Context: an optimization exercise on an open-source flow, tuned for small area and a short achievable clock period. The choices shown serve that exercise and are no tape-out recipe. Only simulation tests tie the RTL to the original design; equivalence was not proved. Power and IR drop assume default switching activity.

===== design.v =====
module microarch_trace_buffer #(
    parameter int          NUM_STAGES  = 4,
    parameter int          DE_IDX      = 1,
    parameter int          PC_W        = 32,
    parameter int          DEPTH       = 16,
    parameter int          TS_W        = 16,
    parameter logic [31:0] FINISH_INSN = 32'h00002013,
    localparam int         AW          = $clog2(DEPTH),
    localparam int         LVL_W       = AW + 1
) (
    input  logic                       clk,
    input  logic                       rst_n,
    input  logic                       if_req_i,
    input  logic [NUM_STAGES-1:0]      ev_valid_i,
    input  logic [NUM_STAGES*PC_W-1:0] ev_pc_i,
    input  logic [31:0]                de_insn_i,
    output logic                       rec_valid_o,
    input  logic                       rec_ready_i,
    output logic [NUM_STAGES-1:0]      rec_mask_o,
    output logic [NUM_STAGES*PC_W-1:0] rec_pc_o,
    output logic [31:0]                rec_insn_o,
    output logic [TS_W-1:0]            rec_cycle_o,
    output logic                       rec_lost_o,
    output logic [15:0]                drop_cnt_o,
    output logic [LVL_W-1:0]           level_o,
    output logic                       finish_o
);
    localparam int MD = DEPTH - 1;    
    logic [NUM_STAGES*PC_W-1:0] m_pc    [MD];
    logic [31:0]                m_insn  [MD];
    logic [NUM_STAGES-1:0]      m_mask  [MD];
    logic [TS_W-1:0]            m_cyc   [MD];
    logic                       m_lost  [MD];
    logic [NUM_STAGES-1:0]      h_mask_q;
    logic [NUM_STAGES*PC_W-1:0] h_pc_q;
    logic [31:0]                h_insn_q;
    logic [TS_W-1:0]            h_cyc_q;
    logic                       h_lost_q;
    logic                       prev_req_q;
    logic [PC_W-1:0]            prev_pc_q;
    logic [TS_W-1:0]            cycle_q;
    logic [15:0]                drop_cnt_q;
    logic                       lost_q;
    logic [LVL_W-1:0]           count_q;
    logic                       valid_q;    
    logic                       one_q;      
    logic [MD-1:0]              wsel_q, rsel_q;
    logic                       armed_q, drain_q, finish_q;
    logic                       fetch_evt, any_evt;
    logic [NUM_STAGES-1:0]      evt_mask;
    logic [NUM_STAGES*PC_W-1:0] in_pc;      
    logic [31:0]                evt_insn;
    assign fetch_evt = if_req_i && (!prev_req_q || (ev_pc_i[PC_W-1:0] != prev_pc_q));
    assign evt_mask  = {ev_valid_i[NUM_STAGES-1:1], fetch_evt};
    assign any_evt   = |evt_mask;
    assign evt_insn  = ev_valid_i[DE_IDX] ? de_insn_i : '0;
    genvar gi;
    generate
        for (gi = 0; gi < NUM_STAGES; gi++) begin : g_lane
            if (gi == 0) begin : g_fetch
                assign in_pc[gi*PC_W +: PC_W] = ev_pc_i[gi*PC_W +: PC_W];
            end else begin : g_stage
                assign in_pc[gi*PC_W +: PC_W] = ev_valid_i[gi] ? ev_pc_i[gi*PC_W +: PC_W] : '0;
            end
        end
    endgenerate
    logic full, pop, push, drop, h_from_in, h_from_m, m_adv_w, m_adv_r, m_wen_ok;
    logic [LVL_W-1:0] count_d;
    assign full      = count_q[LVL_W-1];           
    assign pop       = valid_q && rec_ready_i;
    assign push      = any_evt && (!full || rec_ready_i);
    assign drop      = any_evt && full && !rec_ready_i;
    assign h_from_in = !valid_q || (one_q && rec_ready_i);
    assign h_from_m  = valid_q && !one_q && rec_ready_i;
    assign m_wen_ok  = !full || rec_ready_i;
    assign m_adv_w   = push && !h_from_in;
    assign m_adv_r   = h_from_m;
    assign count_d   = count_q + LVL_W'(push) - LVL_W'(pop);
    always_ff @(posedge clk) begin
        for (int i = 0; i < MD; i++) begin
            if (wsel_q[i] && m_wen_ok) begin
                m_pc[i]   <= in_pc;
                m_insn[i] <= evt_insn;
                m_mask[i] <= evt_mask;
                m_cyc[i]  <= cycle_q;
                m_lost[i] <= lost_q;
            end
        end
    end
    logic [NUM_STAGES*PC_W-1:0] r_pc, r_pc_raw;
    logic [31:0]                r_insn;
    logic [NUM_STAGES-1:0]      r_mask;
    logic [TS_W-1:0]            r_cyc;
    logic                       r_lost;
    always_comb begin
        r_pc_raw = '0;
        r_insn = '0;
        r_mask = '0;
        r_cyc  = '0;
        r_lost = 1'b0;
        for (int i = 0; i < MD; i++) begin
            r_pc_raw = r_pc_raw | (m_pc[i]   & {(NUM_STAGES*PC_W){rsel_q[i]}});
            r_insn = r_insn | (m_insn[i] & {32{rsel_q[i]}});
            r_mask = r_mask | (m_mask[i] & {NUM_STAGES{rsel_q[i]}});
            r_cyc  = r_cyc  | (m_cyc[i]  & {TS_W{rsel_q[i]}});
            r_lost = r_lost | (m_lost[i] & rsel_q[i]);
        end
    end
    assign r_pc = {r_pc_raw[NUM_STAGES*PC_W-1:PC_W], r_pc_raw[PC_W-1:0] & {PC_W{r_mask[0]}}};
    always_ff @(posedge clk or negedge rst_n) begin
        if (!rst_n) begin
            h_mask_q <= '0;
            h_pc_q   <= '0;
            h_insn_q <= '0;
            h_cyc_q  <= '0;
            h_lost_q <= 1'b0;
        end else if (h_from_in) begin
            h_mask_q <= evt_mask;
            h_pc_q   <= {in_pc[NUM_STAGES*PC_W-1:PC_W], in_pc[PC_W-1:0] & {PC_W{fetch_evt}}};
            h_insn_q <= evt_insn;
            h_cyc_q  <= any_evt ? cycle_q : '0;
            h_lost_q <= any_evt && lost_q;
        end else if (h_from_m) begin
            h_mask_q <= r_mask;
            h_pc_q   <= r_pc;
            h_insn_q <= r_insn;
            h_cyc_q  <= r_cyc;
            h_lost_q <= r_lost;
        end
    end
    assign rec_valid_o = valid_q;
    assign rec_mask_o  = h_mask_q;
    assign rec_pc_o    = h_pc_q;
    assign rec_insn_o  = h_insn_q;
    assign rec_cycle_o = h_cyc_q;
    assign rec_lost_o  = h_lost_q;
    assign drop_cnt_o  = drop_cnt_q;
    assign level_o     = count_q;
    assign finish_o    = finish_q;
    always_ff @(posedge clk or negedge rst_n) begin
        if (!rst_n) begin
            prev_req_q <= 1'b0;
            prev_pc_q  <= '0;
            cycle_q    <= '0;
            drop_cnt_q <= '0;
            lost_q     <= 1'b0;
            count_q    <= '0;
            valid_q    <= 1'b0;
            one_q      <= 1'b0;
            wsel_q     <= MD'(1);
            rsel_q     <= MD'(1);
        end else begin
            prev_req_q <= if_req_i;
            prev_pc_q  <= ev_pc_i[PC_W-1:0];
            cycle_q    <= cycle_q + 1'b1;
            if (drop && (drop_cnt_q != 16'hFFFF)) begin
                drop_cnt_q <= drop_cnt_q + 16'd1;
            end
            if (any_evt) begin
                lost_q <= drop;
            end
            count_q <= count_d;
            valid_q <= (count_d != '0);
            one_q   <= (count_d == LVL_W'(1));
            if (m_adv_w) begin
                wsel_q <= {wsel_q[MD-2:0], wsel_q[MD-1]};
            end
            if (m_adv_r) begin
                rsel_q <= {rsel_q[MD-2:0], rsel_q[MD-1]};
            end
        end
    end
    always_ff @(posedge clk or negedge rst_n) begin
        if (!rst_n) begin
            armed_q  <= 1'b0;
            drain_q  <= 1'b0;
            finish_q <= 1'b0;
        end else begin
            if (!armed_q && !drain_q && !finish_q) begin
                if (ev_valid_i[DE_IDX] && (de_insn_i == FINISH_INSN)) begin
                    armed_q <= 1'b1;
                end
            end
            if (armed_q && ev_valid_i[NUM_STAGES-1]) begin
                armed_q <= 1'b0;
                drain_q <= 1'b1;
            end
            if (drain_q && !valid_q && !any_evt) begin
                drain_q  <= 1'b0;
                finish_q <= 1'b1;
            end
        end
    end
endmodule

===== run.sh =====
#!/bin/bash
# synth_recipe.tcl (not shown) runs the flow's synth.tcl, then flattens the netlist and writes it again
# the make line also repeats each setting of config.mk as NAME=value (left out here)
make -C /OpenROAD-flow-scripts/flow DESIGN_CONFIG=/design/flow/config.mk WORK_HOME=/design/flow/orfs CLKGATE_MAP_FILE= SYNTH_SCRIPT=/design/flow/synth_recipe.tcl finish

===== config.mk =====
export PLATFORM = sky130hd
export DESIGN_NAME = microarch_trace_buffer
export DESIGN_NICKNAME = microarch_trace_buffer
export VERILOG_FILES = /design/flow/design.v
export SDC_FILE = /design/flow/constraint.sdc
export NUM_CORES = 4
export LEC_CHECK = 0
export CAP_MARGIN = 20
export CORE_MARGIN = 2
export CORE_UTILIZATION = 40
export SLEW_MARGIN = 20

===== constraint.sdc =====
create_clock -name core_clock -period 5.2 [get_ports {clk}]
set_input_delay 1.0400 -clock core_clock [delete_from_list [all_inputs] [get_ports {clk}]]
set_output_delay 1.0400 -clock core_clock [all_outputs]
set_load 0.01 [all_outputs]

==> reports/qor.txt <==
Outcome - finished clean
Layout cell share with drive strength beyond 1 - 10.4%
Clock slew at reported path FFs - 0.06 ns
Drt drc - 0
Pint - 0.0417 W
Drt initial violations - 8716
Worst-case clock buffer depth - 4
Share of the synthesized area in the top cell type - 75.0%
CP Max Fanout - 4
Adder-Cell Fraction of Synth Area - 0.0990%
NetSw - 0.0119 W
Leak - 39.6 nW
Mapped cell area - 109000 um^2
Number of global-route vias before repair - 63700
Compound-Gate Fraction of Synth Area - 11.4%
Register area share after synthesis - 81.7%
Final hold vios - 0
GRT Resource Usage Total - 24.0%
Tightest Pin Transition - 1.12 ns
Antenna Violating Nets Remaining - 0
Area contributors post-synth - edfxtp_1 75%, a22oi_1 7.3%, dfrtp_1 6.6%
Post-Route WL - 339000 um
FMAX - 0.234 GHz
Simple-gate share of the synthesized area - 4.60%
Slew Viols, Final - 0
Async S/R FF share, synth - 9.56%
Leading area contributor after synthesis - edfxtp_1
Mux contribution to synthesized area - 0.219%
Largest family of logic cells by synthesized area - compound AO/OA/AOI/OAI gates
IO buf count - 370
Total gr overflow - 0
Net switching share of the total power - 22.2%
Required time of the critical path - 6.09 ns
# Max-Cap Violations - 0
Setup violators final - 0
Flops & latches, synth - 3002
Pwr Density - 418 nW/um^2
Unique masters post-synth - 48
Yosys warnings - 6
CTS H-tree depth - 5
Worst hold-check slack - 0.188 ns
Top-count cell post-synth - edfxtp_1
Number of flops mapped to enable cells by yosys - 2715
WP data arrival - 5.16 ns
Die area - 276000 um^2
Area growth, synth to finish - 18.0%
Vias per cell - 6.15
Clk_skew - 0.0669 ns
Worst R2R Setup Slack - 1.26 ns
Max VDD drop - 0.000281 V
Post-synth top cells - 2715 x edfxtp_1, 1050 x a22oi_1, 367 x clkbuf_1, 285 x dfrtp_1, 213 x nand2_1
Initial antenna violation count - 16
CTS tree - done
Post-CTS setup buffers - 0
DR pass1 iterations - 8
Slew Limit Headroom - 24.7%
Post-cts resize count - 0
RSZ-0062 raised after global routing - no
Vias post-DR - 64400
Filler Cells Inserted - 22500
Initial Util - 40.2%
Synth Area per Inst - 17.6 um^2
WS Path Type - primary input to flip-flop
Post-CTS Hold Fix Bufs - 0
Sequential fraction of design power - 51.8%
Mapped Cells - 6156
Clk latency of the worst-skew pair - 0.95 ns
Dpl ws - 0.0279 ns
Clk network pwr share - 41.9%
Die height - 525 um
Syn_nets - 6332
Nets@finish - 6821
First-pass GRT wire length - 478000 um
RR Startpoint - prev_pc_q[3]
Largest net degree at the start of global routing - 127
Proportion of power drawn by combinational gates - 6.3%
Post-synthesis xor/xnor area fraction - 0.516%
Filler-free cell count of the finished design - 10500
Clock Root Buffer - clkbuf_16
Core area - 271000 um^2
Number of CTS-inserted buffers - 323
Primary FF master, synth - edfxtp_1
CP startpoint - ev_pc_i[3]
# rows - 191
GP Congestion - 0.776
WL/cell - 32.4 um
Post-DP HPWL - 166000 um
Final Util - 47.4%
IO Count - 372
Dpl cells - 9890
Die width - 525 um
Post-route setup TNS - 0 ns
Minimum clock period - 4.28 ns
Crit path launch type - primary input
Worst setup EP type - flip-flop
TritonCTS Sinks - 3002
Hold crit path type - primary input to async pin
Final period utilization - 82.3%
Final Worst Setup Slack - 0.921 ns
-- path summary, 6_finish.rpt --
path                            endpoint  depth (start not counted)
hold reg to reg            drop_cnt_q[9]                          1
hold / removal                h_pc_q[35]                          1
max in group asynchronous      h_pc_q[4]                          2
setup reg to reg                   one_q                         15
setup / recovery                   one_q                         17
min in group core_clock    drop_cnt_q[9]                          1
-- flip-flops by register name, summed over array words and instances, names as in the netlist, 32 cells and up --
signal and flops:
m_cyc 240, m_insn 480, m_pc 1920, h_insn_q 32
prev_pc_q 32, h_pc_q 128, m_mask 60
-- layout by cell type (no fill, tap or decap), types with 10 or more instances in the layout --
cell | Yosys | layout
edfxtp_1 | 2715 | 2715
a22oi_1 | 1050 | 1050
clkdlybuf4s50_1 | 0 | 366
clkbuf_16 | 0 | 326
dfrtp_1 | 285 | 271
nand2_1 | 213 | 212
nand4_1 | 186 | 186
a222oi_1 | 181 | 181
nor3_1 | 180 | 180
o21ai_0 | 139 | 138
and2_1 | 150 | 134
buf_4 | 1 | 125
nand3_1 | 106 | 106
a21oi_1 | 105 | 105
nor2_1 | 85 | 84
a21boi_0 | 81 | 81
clkbuf_1 | 367 | 77
buf_12 | 0 | 74
xnor2_1 | 51 | 51
clkinv_2 | 0 | 48
a211oi_1 | 47 | 47
clkinv_1 | 0 | 38
clkbuf_8 | 0 | 34
a31oi_1 | 27 | 27
bufinv_16 | 0 | 25
and3_1 | 20 | 20
a22o_1 | 18 | 18
a221oi_1 | 18 | 18
and2_4 | 0 | 15
dfrtp_4 | 0 | 14
inv_1 | 13 | 13
xor2_1 | 13 | 13
mux2_4 | 10 | 10
inv_6 | 0 | 10
-- through the flow --
stage,total power (W),instance area [um^2]
global route,0.0550,128000
floorplan,0.0289,109000
CTS,0.0539,128000
global placement,0.0316,118000
finish,0.0536,128000
detailed placement,0.0317,118000
-- power groups by stage --
stage / Sequential (W) / Clock, W / Combinational, W
after global routing: 0.0278 / 0.0236 / 0.00363
after CTS: 0.0277 / 0.0227 / 0.00345
final: 0.0278 / 0.0224 / 0.00340
after global placement: 0.0282 / 0 / 0.00340
after detailed placement: 0.0282 / 0 / 0.00343
after floorplan: 0.0280 / 0 / 0.000944
-- worst max-delay path, stage by stage --
cell	delay (ns)
clkdlybuf4s50_1	0.45
buf_4	0.14
xor2_1	0.65
or4_1	0.21
nor4_1	0.05
a31oi_1	0.42
or2_4	0.21
nand2_1	0.07
ha_1	0.29
inv_1	0.04
ha_1	0.20
fa_1	0.43
a21o_1	0.17
a21oi_1	0.17
xnor2_1	0.13
nor4_1	0.30
and2_1	0.18
-- final cells by class --
| class | instances | area [um^2] | area share, % |
|---|---|---|---|
| flip-flops and latches | 3002 | 88800 | 69.3 |
| multi-input cells | 2737 | 18400 | 14.4 |
| clock buffers | 437 | 8910 | 6.96 |
| repair buffers | 568 | 6110 | 4.77 |
| well taps | 3570 | 4470 | 3.49 |
| clock inverters | 135 | 1390 | 1.08 |
| inverters | 13 | 48.8 | 0.0381 |
| diodes | 7 | 17.5 | 0.0137 |
-- logic make-up after synthesis --
kind of cell             Yosys count
XOR/XNOR                          64
flip-flops                      3002
AND/OR/NAND/NOR                  971
AO/OA/AOI/OAI                   1676
multiplexers                      18
buffers and inverters            417
adder cells (fa/ha/maj)            8
-- per-layer routing --
layer	wire [um]	part of all wire (%)	GRT usage (%)	vias to the layer above
li1	-	-	-	26400
met4	10300	3.0	7.44	4
met5	24	0.0071	0	-
met3	32600	9.6	4.04	548
met1	135000	40	33.4	33800
met2	161000	48	38.7	3625

re-timing with driven ports:
No port has a modelled driver above. Below, the same layout with a new extraction and two added sets of constraints.
Step 1 sets driving cells, clkbuf_16 on the clock port and buf_2 on the other inputs (assumed; they add their load-dependent delay and slew).
Step 2 moves the port delays by t, midway between the first and last clock arrival at a register: inputs arrive t later, outputs are due t later. That takes back most of the time a late clock gives input paths.
Three values: ideal ports, drivers, drivers and shift; two values: the first two.
t, ns: 1.028
setup slack, ns: 0.921 / 0.998 / -0.031
worst setup path after step 2: input to register
worst slew at a driven data input, ns: 0.07
With both steps, setup timing fails in this run, where it was met with ideal ports. For this run, drivers alone change the setup slack by +0.077 ns; drivers and shift together by -0.952 ns.
